This design comes from an exercise in tuning for small area, a short achievable clock period and few clock cycles per item on the open sky130 flow, not from production work. The RTL was checked by simulation tests, not by an equivalence proof against the original design. Power figures rest on the tool's default switching activity, not on a simulated workload.

`config.mk`:
```
export PLATFORM = sky130hd
export DESIGN_NAME = mains_rms_and_frequency_monitor
export DESIGN_NICKNAME = mains_rms_and_frequency_monitor
export VERILOG_FILES = /design/flow/design.v
export SDC_FILE = /design/flow/constraint.sdc
export NUM_CORES = 4
export LEC_CHECK = 0
export CAP_MARGIN = 20
export CORE_MARGIN = 2
export CORE_UTILIZATION = 40
export SLEW_MARGIN = 20
```
`constraint.sdc`:
```
create_clock -name core_clock -period 10.0 [get_ports {aclk}]
set_input_delay 2.0000 -clock core_clock [delete_from_list [all_inputs] [get_ports {aclk}]]
set_output_delay 2.0000 -clock core_clock [all_outputs]
set_load 0.01 [all_outputs]
```
`design.v`:
```
`timescale 1ns / 1ps
package mrfm_pkg;
    localparam int SAMPLE_W = 12;
    localparam int GAIN_W   = 16;
    localparam int THR_W    = 20;
    localparam int WLEN_W   = 10;
    localparam int RATE_W   = 17;
    localparam int MINP_W   = 16;
    localparam int CNT_W    = 16;
    localparam int FREQ_W   = 24;
    localparam int SUM_W    = 40;
    localparam int FRAC_W   = 16;
    localparam int MS_W     = SUM_W + FRAC_W;
    localparam int ROOT_W   = MS_W / 2;
    localparam int DIV_DW   = 16;
    localparam int MUL_AW   = ROOT_W;
    localparam int MUL_BW   = GAIN_W;
    localparam int PROD_W   = MUL_AW + MUL_BW;
    localparam int DIV_CNT_W  = $clog2(MS_W);
    localparam int SQRT_CNT_W = $clog2(ROOT_W);
    localparam int MUL_CNT_W  = $clog2(MUL_BW);
    localparam int APB_AW = 5;
    localparam int APB_DW = 32;
    localparam logic [2:0] REG_OFFSET   = 3'd0;
    localparam logic [2:0] REG_GAIN     = 3'd1;
    localparam logic [2:0] REG_LOW_THR  = 3'd2;
    localparam logic [2:0] REG_HIGH_THR = 3'd3;
    localparam logic [2:0] REG_WIN_LEN  = 3'd4;
    localparam logic [2:0] REG_RATE     = 3'd5;
    localparam logic [2:0] REG_MIN_PER  = 3'd6;
    localparam logic [SAMPLE_W-1:0] OFFSET_RST   = 12'd1497;
    localparam logic [GAIN_W-1:0]   GAIN_RST     = 16'd8579;
    localparam logic [THR_W-1:0]    LOW_THR_RST  = 20'd12800;
    localparam logic [THR_W-1:0]    HIGH_THR_RST = 20'd62720;
    localparam logic [WLEN_W-1:0]   WIN_LEN_RST  = 10'd333;
    localparam logic [RATE_W-1:0]   RATE_RST     = 17'd20000;
    localparam logic [MINP_W-1:0]   MIN_PER_RST  = 16'd250;
    typedef struct packed {
        logic [THR_W-1:0]  rms_volts_q8;
        logic              blackout;
        logic              surge;
        logic [FREQ_W-1:0] frequency_centihz;
    } result_t;
endpackage
`timescale 1ns / 1ps
import mrfm_pkg::*;
module mrfm_serial_mul (
    input  logic              aclk,
    input  logic              aresetn,
    input  logic              start,
    input  logic [MUL_AW-1:0] a_in,
    input  logic [MUL_BW-1:0] b_in,
    output logic              busy,
    output logic [PROD_W-1:0] product
);
    localparam logic [MUL_CNT_W-1:0] LAST = MUL_CNT_W'(MUL_BW - 1);
    logic                 busy_reg;
    logic [MUL_CNT_W-1:0] cnt_reg;
    logic [MUL_AW-1:0]    a_reg;
    logic [MUL_AW-1:0]    acc_reg;
    logic [MUL_BW-1:0]    lo_reg;
    logic [MUL_AW:0]      sum;
    assign sum = {1'b0, acc_reg} + (lo_reg[0] ? {1'b0, a_reg} : '0);
    always_ff @(posedge aclk) begin
        if (!aresetn) begin
            busy_reg <= 1'b0;
            cnt_reg  <= '0;
        end else if (start) begin
            busy_reg <= 1'b1;
            cnt_reg  <= '0;
        end else if (busy_reg) begin
            cnt_reg <= cnt_reg + 1'b1;
            if (cnt_reg == LAST) begin
                busy_reg <= 1'b0;
            end
        end
    end
    always_ff @(posedge aclk) begin
        if (start) begin
            a_reg   <= a_in;
            acc_reg <= '0;
            lo_reg  <= b_in;
        end else if (busy_reg) begin
            acc_reg <= sum[MUL_AW:1];
            lo_reg  <= {sum[0], lo_reg[MUL_BW-1:1]};
        end
    end
    assign busy    = busy_reg;
    assign product = {acc_reg, lo_reg};
endmodule
`timescale 1ns / 1ps
import mrfm_pkg::*;
module mrfm_serial_div (
    input  logic              aclk,
    input  logic              aresetn,
    input  logic              start,
    input  logic [MS_W-1:0]   num_in,
    input  logic [DIV_DW-1:0] den_in,
    output logic              busy,
    output logic [MS_W-1:0]   quotient
);
    localparam logic [DIV_CNT_W-1:0] LAST = DIV_CNT_W'(MS_W - 1);
    logic                 busy_reg;
    logic [DIV_CNT_W-1:0] cnt_reg;
    logic [MS_W-1:0]      num_reg;
    logic [DIV_DW-1:0]    den_reg;
    logic [DIV_DW-1:0]    rem_reg;
    logic [DIV_DW:0]      rem_shift;
    logic [DIV_DW+1:0]    diff;
    logic                 ge;
    assign rem_shift = {rem_reg, num_reg[MS_W-1]};
    assign diff      = {1'b0, rem_shift} - {2'b00, den_reg};
    assign ge        = !diff[DIV_DW+1];
    always_ff @(posedge aclk) begin
        if (!aresetn) begin
            busy_reg <= 1'b0;
            cnt_reg  <= '0;
        end else if (start) begin
            busy_reg <= 1'b1;
            cnt_reg  <= '0;
        end else if (busy_reg) begin
            cnt_reg <= cnt_reg + 1'b1;
            if (cnt_reg == LAST) begin
                busy_reg <= 1'b0;
            end
        end
    end
    always_ff @(posedge aclk) begin
        if (start) begin
            num_reg <= num_in;
            den_reg <= den_in;
            rem_reg <= '0;
        end else if (busy_reg) begin
            num_reg <= {num_reg[MS_W-2:0], ge};
            rem_reg <= ge ? diff[DIV_DW-1:0] : rem_shift[DIV_DW-1:0];
        end
    end
    assign busy     = busy_reg;
    assign quotient = num_reg;
endmodule
`timescale 1ns / 1ps
import mrfm_pkg::*;
module mrfm_serial_sqrt (
    input  logic              aclk,
    input  logic              aresetn,
    input  logic              start,
    input  logic [MS_W-1:0]   rad_in,
    output logic              busy,
    output logic [ROOT_W-1:0] root
);
    localparam logic [SQRT_CNT_W-1:0] LAST = SQRT_CNT_W'(ROOT_W - 1);
    logic                  busy_reg;
    logic [SQRT_CNT_W-1:0] cnt_reg;
    logic [MS_W-1:0]       rad_reg;
    logic [ROOT_W+1:0]     rem_reg;
    logic [ROOT_W-1:0]     root_reg;
    logic [ROOT_W+1:0]     rem_shift;
    logic [ROOT_W+1:0]     trial;
    logic [ROOT_W+2:0]     diff;
    logic                  ge;
    assign rem_shift = {rem_reg[ROOT_W-1:0], rad_reg[MS_W-1:MS_W-2]};
    assign trial     = {root_reg, 2'b01};
    assign diff      = {1'b0, rem_shift} - {1'b0, trial};
    assign ge        = !diff[ROOT_W+2];
    always_ff @(posedge aclk) begin
        if (!aresetn) begin
            busy_reg <= 1'b0;
            cnt_reg  <= '0;
        end else if (start) begin
            busy_reg <= 1'b1;
            cnt_reg  <= '0;
        end else if (busy_reg) begin
            cnt_reg <= cnt_reg + 1'b1;
            if (cnt_reg == LAST) begin
                busy_reg <= 1'b0;
            end
        end
    end
    always_ff @(posedge aclk) begin
        if (start) begin
            rad_reg  <= rad_in;
            rem_reg  <= '0;
            root_reg <= '0;
        end else if (busy_reg) begin
            rad_reg  <= {rad_reg[MS_W-3:0], 2'b00};
            rem_reg  <= ge ? diff[ROOT_W+1:0] : rem_shift;
            root_reg <= {root_reg[ROOT_W-2:0], ge};
        end
    end
    assign busy = busy_reg;
    assign root = root_reg;
endmodule
`timescale 1ns / 1ps
import mrfm_pkg::*;
module mains_rms_and_frequency_monitor #(
    parameter int WINDOW_BITS = 10
) (
    input  logic                aclk,
    input  logic                aresetn,
    input  logic                s_valid,
    output logic                s_ready,
    input  logic [SAMPLE_W-1:0] s_sample_mv,
    input  logic                s_sample_valid,
    output logic                m_valid,
    input  logic                m_ready,
    output logic [THR_W-1:0]    m_rms_volts_q8,
    output logic                m_blackout,
    output logic                m_surge,
    output logic [FREQ_W-1:0]   m_frequency_centihz,
    input  logic                psel,
    input  logic                penable,
    input  logic                pwrite,
    input  logic [APB_AW-1:0]   paddr,
    input  logic [APB_DW-1:0]   pwdata,
    output logic [APB_DW-1:0]   prdata,
    output logic                pready
);
    localparam int WIN_CAP = (1 << WINDOW_BITS) - 1;
    localparam logic [2:0] S_IDLE = 3'd0;
    localparam logic [2:0] S_ACC  = 3'd1;
    localparam logic [2:0] S_MS   = 3'd2;
    localparam logic [2:0] S_RT   = 3'd3;
    localparam logic [2:0] S_GM   = 3'd4;
    logic [SAMPLE_W-1:0] offset_reg;
    logic [GAIN_W-1:0]   gain_reg;
    logic [THR_W-1:0]    low_thr_reg;
    logic [THR_W-1:0]    high_thr_reg;
    logic [WLEN_W-1:0]   win_len_reg;
    logic [RATE_W-1:0]   rate_reg;
    logic [MINP_W-1:0]   min_per_reg;
    logic                cfg_wr;
    assign cfg_wr = psel && penable && pwrite;
    assign pready = 1'b1;
    always_ff @(posedge aclk) begin
        if (!aresetn) begin
            offset_reg   <= OFFSET_RST;
            gain_reg     <= GAIN_RST;
            low_thr_reg  <= LOW_THR_RST;
            high_thr_reg <= HIGH_THR_RST;
            win_len_reg  <= WIN_LEN_RST;
            rate_reg     <= RATE_RST;
            min_per_reg  <= MIN_PER_RST;
        end else if (cfg_wr) begin
            unique case (paddr[4:2])
                REG_OFFSET:   offset_reg   <= pwdata[SAMPLE_W-1:0];
                REG_GAIN:     gain_reg     <= pwdata[GAIN_W-1:0];
                REG_LOW_THR:  low_thr_reg  <= pwdata[THR_W-1:0];
                REG_HIGH_THR: high_thr_reg <= pwdata[THR_W-1:0];
                REG_WIN_LEN:  win_len_reg  <= pwdata[WLEN_W-1:0];
                REG_RATE:     rate_reg     <= pwdata[RATE_W-1:0];
                REG_MIN_PER:  min_per_reg  <= pwdata[MINP_W-1:0];
                default: ;
            endcase
        end
    end
    always_comb begin
        unique case (paddr[4:2])
            REG_OFFSET:   prdata = APB_DW'(offset_reg);
            REG_GAIN:     prdata = APB_DW'(gain_reg);
            REG_LOW_THR:  prdata = APB_DW'(low_thr_reg);
            REG_HIGH_THR: prdata = APB_DW'(high_thr_reg);
            REG_WIN_LEN:  prdata = APB_DW'(win_len_reg);
            REG_RATE:     prdata = APB_DW'(rate_reg);
            REG_MIN_PER:  prdata = APB_DW'(min_per_reg);
            default:      prdata = '0;
        endcase
    end
    logic [2:0]             state_reg;
    logic [WINDOW_BITS-1:0] win_cnt_reg;
    logic [SUM_W-1:0]       sum_reg;
    logic                   prev_np_reg;
    logic [CNT_W-1:0]       cross_cnt_reg;
    logic [FREQ_W-1:0]      freq_reg;
    logic                   freq_pend_reg;
    logic                   out_valid_reg;
    mrfm_pkg::result_t      out_reg;
    logic                   accept;
    logic                   take;
    logic signed [SAMPLE_W:0] dev;
    logic                   positive;
    logic [SAMPLE_W-1:0]    mag;
    logic [CNT_W-1:0]       cnt_inc;
    logic                   cross_hit;
    logic [FREQ_W-1:0]      rate100;
    logic [WINDOW_BITS-1:0] n_eff;
    logic [WINDOW_BITS-1:0] win_inc;
    logic                   win_end;
    logic [SUM_W-1:0]       sum_next;
    logic                   acc_done;
    logic [MUL_AW-1:0]      scaled;
    logic [THR_W-1:0]       rms;
    logic                   out_free;
    logic                   out_load;
    logic                   mul_start, mul_busy;
    logic [MUL_AW-1:0]      mul_a;
    logic [MUL_BW-1:0]      mul_b;
    logic [PROD_W-1:0]      mul_p;
    logic                   div_start, div_busy;
    logic [MS_W-1:0]        div_num;
    logic [DIV_DW-1:0]      div_den;
    logic [MS_W-1:0]        div_q;
    logic                   sqrt_start, sqrt_busy;
    logic [ROOT_W-1:0]      sqrt_root;
    assign s_ready  = (state_reg == S_IDLE);
    assign accept   = s_valid && s_ready;
    assign take     = accept && s_sample_valid;
    assign dev      = $signed({1'b0, s_sample_mv}) - $signed({1'b0, offset_reg});
    assign positive = !dev[SAMPLE_W] && (dev != '0);
    assign mag      = dev[SAMPLE_W] ? SAMPLE_W'(-dev) : dev[SAMPLE_W-1:0];
    assign cnt_inc   = (cross_cnt_reg == '1) ? cross_cnt_reg : cross_cnt_reg + 1'b1;
    assign cross_hit = prev_np_reg && positive && (cnt_inc > min_per_reg);
    assign rate100   = (FREQ_W'(rate_reg) << 6) + (FREQ_W'(rate_reg) << 5)
                     + (FREQ_W'(rate_reg) << 2);
    always_comb begin
        if (win_len_reg == '0) begin
            n_eff = WINDOW_BITS'(1);
        end else if (32'(win_len_reg) > 32'(WIN_CAP)) begin
            n_eff = WINDOW_BITS'(WIN_CAP);
        end else begin
            n_eff = WINDOW_BITS'(win_len_reg);
        end
    end
    assign win_inc  = win_cnt_reg + 1'b1;
    assign win_end  = (win_inc >= n_eff);
    assign sum_next = sum_reg + SUM_W'(mul_p[2*SAMPLE_W-1:0]);
    assign acc_done = (state_reg == S_ACC) && !mul_busy && !div_busy;
    assign scaled   = mul_p[PROD_W-1:FRAC_W];
    assign rms      = (|scaled[MUL_AW-1:THR_W]) ? '1 : scaled[THR_W-1:0];
    assign out_free = !out_valid_reg || m_ready;
    assign out_load = (state_reg == S_GM) && !mul_busy && out_free;
    assign mul_start  = take || ((state_reg == S_RT) && !sqrt_busy);
    assign mul_a      = (state_reg == S_IDLE) ? MUL_AW'(mag) : sqrt_root;
    assign mul_b      = (state_reg == S_IDLE) ? MUL_BW'(mag) : gain_reg;
    assign div_start  = (take && cross_hit) || (acc_done && win_end);
    assign div_num    = (state_reg == S_IDLE) ? MS_W'(rate100) : {sum_next, FRAC_W'(0)};
    assign div_den    = (state_reg == S_IDLE) ? cnt_inc : DIV_DW'(n_eff);
    assign sqrt_start = (state_reg == S_MS) && !div_busy;
    mrfm_serial_mul u_mul (
        .aclk    (aclk),
        .aresetn (aresetn),
        .start   (mul_start),
        .a_in    (mul_a),
        .b_in    (mul_b),
        .busy    (mul_busy),
        .product (mul_p)
    );
    mrfm_serial_div u_div (
        .aclk     (aclk),
        .aresetn  (aresetn),
        .start    (div_start),
        .num_in   (div_num),
        .den_in   (div_den),
        .busy     (div_busy),
        .quotient (div_q)
    );
    mrfm_serial_sqrt u_sqrt (
        .aclk    (aclk),
        .aresetn (aresetn),
        .start   (sqrt_start),
        .rad_in  (div_q),
        .busy    (sqrt_busy),
        .root    (sqrt_root)
    );
    always_ff @(posedge aclk) begin
        if (!aresetn) begin
            out_valid_reg <= 1'b0;
        end else if (out_load) begin
            out_valid_reg <= 1'b1;
        end else if (out_valid_reg && m_ready) begin
            out_valid_reg <= 1'b0;
        end
    end
    always_ff @(posedge aclk) begin
        if (!aresetn) begin
            state_reg     <= S_IDLE;
            win_cnt_reg   <= '0;
            sum_reg       <= '0;
            prev_np_reg   <= 1'b1;
            cross_cnt_reg <= '0;
            freq_reg      <= '0;
            freq_pend_reg <= 1'b0;
        end else begin
            unique case (state_reg)
                S_IDLE: begin
                    if (take) begin
                        cross_cnt_reg <= cross_hit ? '0 : cnt_inc;
                        freq_pend_reg <= cross_hit;
                        prev_np_reg   <= !positive;
                        state_reg     <= S_ACC;
                    end
                end
                S_ACC: begin
                    if (acc_done) begin
                        if (freq_pend_reg) begin
                            freq_reg <= div_q[FREQ_W-1:0];
                        end
                        freq_pend_reg <= 1'b0;
                        if (win_end) begin
                            win_cnt_reg <= '0;
                            sum_reg     <= '0;
                            state_reg   <= S_MS;
                        end else begin
                            win_cnt_reg <= win_inc;
                            sum_reg     <= sum_next;
                            state_reg   <= S_IDLE;
                        end
                    end
                end
                S_MS: begin
                    if (!div_busy) begin
                        state_reg <= S_RT;
                    end
                end
                S_RT: begin
                    if (!sqrt_busy) begin
                        state_reg <= S_GM;
                    end
                end
                S_GM: begin
                    if (out_load) begin
                        state_reg <= S_IDLE;
                    end
                end
                default: state_reg <= S_IDLE;
            endcase
        end
    end
    always_ff @(posedge aclk) begin
        if (out_load) begin
            out_reg.rms_volts_q8      <= rms;
            out_reg.blackout          <= (rms < low_thr_reg);
            out_reg.surge             <= (rms > high_thr_reg);
            out_reg.frequency_centihz <= freq_reg;
        end
    end
    assign m_valid             = out_valid_reg;
    assign m_rms_volts_q8      = out_reg.rms_volts_q8;
    assign m_blackout          = out_reg.blackout;
    assign m_surge             = out_reg.surge;
    assign m_frequency_centihz = out_reg.frequency_centihz;
endmodule
```
`run.sh`:
```
#!/bin/bash
# synth_recipe.tcl (not shown) runs the flow's synth.tcl, then flattens the netlist and writes it again
# the make line also repeats each setting of config.mk as NAME=value (left out here)
make -C /OpenROAD-flow-scripts/flow DESIGN_CONFIG=/design/flow/config.mk WORK_HOME=/design/flow/orfs CLKGATE_MAP_FILE= SYNTH_SCRIPT=/design/flow/synth_recipe.tcl finish
```
==> run summary <==
## area by class of cell
type	count	area, um^2	area share
clock buffers	85	1890	0.0527
clock inverters	36	393	0.0110
inverters	195	732	0.0204
multi-input cells	2615	17100	0.478
flip-flops and latches	543	13100	0.365
well taps	1050	1310	0.0367
repair buffers	142	1330	0.0372
## per-layer routing
metal  vias up  routed length (um)  share of wire  track usage
li1      12500                   -              -            -
met1     11900               40700           0.48        0.300
met2       672               37900           0.44        0.326
met3       139                4320          0.051       0.0219
met4         0                2610          0.030       0.0649
met5         -                   0              0            0
## worst max-delay path: stages
cell and delay, ps:
buf_2 720, nor2b_1 880, a22oi_1 200, nor2_1 150, a31oi_1 60, o21ai_0 200, clkdlybuf4s50_1 620
## where the power goes
group          switching (uW)  internal (uW)  leakage (uW)
clock                    1010           1500       0.00112
sequential                157           2500       0.00462
combinational            1320            825       0.00825
total                    2480           4830        0.0140
## Yosys cell counts, drive strengths merged (13+ instances only)
master	n
a21o	56
a211oi	39
nand3	82
nand2b	43
fa	18
nor3	57
a21oi	140
a22oi	14
xor2	70
clkbuf	142
nand4	36
mux2	48
mux2i	98
and2	49
ha	202
nand2	604
and3	37
o211ai	53
edfxtp	218
o21ai	196
nor2b	32
o31ai	21
a21boi	129
inv	194
o21a	38
nor2	246
dfxtp	325
a31oi	36
or2	29
xnor2	67
buf	44
nand3b	13
or3	20
## metrics by stage
step,instances,util
after floorplan,3539,-
after global placement,4545,0.427
after detailed placement,4545,0.427
after CTS,4666,0.456
after global routing,4666,0.456
final,4666,0.456
## final timing paths
check | from | end | slack [ps] | cells past startpoint
max | paddr[3] | prdata[5] | 3170 | 7
min | freq_reg[7] | out_reg[7] | 430 | 0
max reg2reg | cross_cnt_reg[4] | u_div.num_reg[41] | 3870 | 20
min reg2reg | freq_reg[7] | out_reg[7] | 430 | 0
## logic make-up (layout without fill, tap and decap cells)
family / Yosys count / count (layout) / share of synthesized area
AO/OA/AOI/OAI: 806 / 806 / 0.169
XOR/XNOR: 137 / 137 / 0.0380
adder cells (fa/ha/maj): 220 / 220 / 0.0914
buffers and inverters: 381 / 458 / 0.0482
flip-flops: 543 / 543 / 0.413
multiplexers: 153 / 153 / 0.0559
other: 2 / 13 / 0.000238
AND/OR/NAND/NOR: 1286 / 1286 / 0.184
==> impl_metrics.toml <==
[worst_setup_path]
critical_path_class = "input pin to output pin"
crit_path_max_fanout = 37
crit_path_end_kind = "output pin"
arrival_ps = 4830
cp.required_ps = 8000
start_kind = "input pin"

[sta]
slew_headroom = 0.226
setup_tns_ps = 0
layout_setup_ws_ps = 3170
fmax_ghz = 0.146
setup_viol = 0
rsz0062_at_grt = "false"
period_minus_slack_ps = 6830
finClkSkew_ps = 35.7
whs_ps = 427
hold_viol = 0
tightest_slew_ps = 1160
fin_crit_sh = 0.683
slew_violations = 0

[cts]
cts_buffers = 66
clockBufferDepth = 3
cts_setup_buffers = 0
hold_buffers = 0
cts_resized = 0
cts_sinks = 543
cts_tree = "yes"
clkLatencyLatePin_ps = 620
clk_pin_slew_ps = 60
htree_levels = 3
cts_root_buf = "clkbuf_16"

[power_and_ir_drop]
p_leak_uw = 0.0140
power_density_nw_per_um2 = 204
vdd_drop_max_mv = 0.193
finalPower_uw = 7310

[synthesis]
yosys_warnings = 4
syn_avg_cell_area_um2 = 8.95
synth_cell_type_count = 82
synth_area_leader_cell = "edfxtp_1"
synth_area_leaders = "edfxtp_1 21%, dfxtp_1 21%, ha_1 8.0%"
netlist.area_leader.share = 0.207
synth_area_um2 = 31600
synth-async-reset-ratio = 0
synth_cells = 3528
synth_edf_count = 218
synth-seq-area-share = 0.413
ys_ff_latch = 543
synth-main-ff-cell = "dfxtp_1"

[grt]
grt_max_degree = 118
grt_overflow = 0
track_usage = 0.208
first_global_vias = 23600
grt_pass1_wl_um = 136000
antenna_found_initial = 0

[drt]
initialDrtViolationCount = 2122
via_per_inst = 5.40
dr.pass1.iters = 5
wl_um = 85500
vias = 25200
avgRoutedWirePerCell_um = 18.3
antenna_left = 0
drc = 0

[layout]
final_common_cell = "nand2_1"
nets = 3840
final_area_um2 = 35800
drive_gt1_frac = 0.0711
area_growth_pct = 13.4
final_cell_mix = "603 x nand2_1, 322 x dfxtp_1, 245 x nor2_1"
antennaDiodeCount = 0
num-fill-cells = 7752

[placement]
place_hpwl_um = 59600
io_buffers = 110
dp_slack_ps = 3040
place_area_um2 = 33500
place_congestion = 0.861

[floorplanning]
die_height_um = 285
initial_core_util = 0.402
die_area_um2 = 81200
die_w_um = 285
core_um2 = 78600
pin_count = 138
fp-row-count = 103

[outcome]
status = "complete, no violations"

[hold_path]
min_path_type = "flop to flop"

[run]
drv_cap = 0
Testbench counts, summed over its fixed seeds: cycles 351,072, items 19,252.

## what the ideal ports hide
Ports are ideal in the flow. The routed layout listed here was re-timed in OpenROAD. Step 1 sets driving cells, clkbuf_16 on the clock port and buf_2 on the other inputs (assumed; they add their load-dependent delay and slew). Step 2 also shifts input and output timing later by t, the mid clock arrival at the registers, as if the neighbouring blocks saw the same clock. Three values: no drivers, after step 1, after step 2; two values: the first two.
t, ns: 0.667
setup slack, ns: 3.167 / 3.141 / 3.028
worst register clock-pin slew, ns: 0.07 / 0.07
After both steps this run still meets setup and hold. For this run, drivers alone change the setup slack by -0.026 ns; drivers and shift together by -0.139 ns.
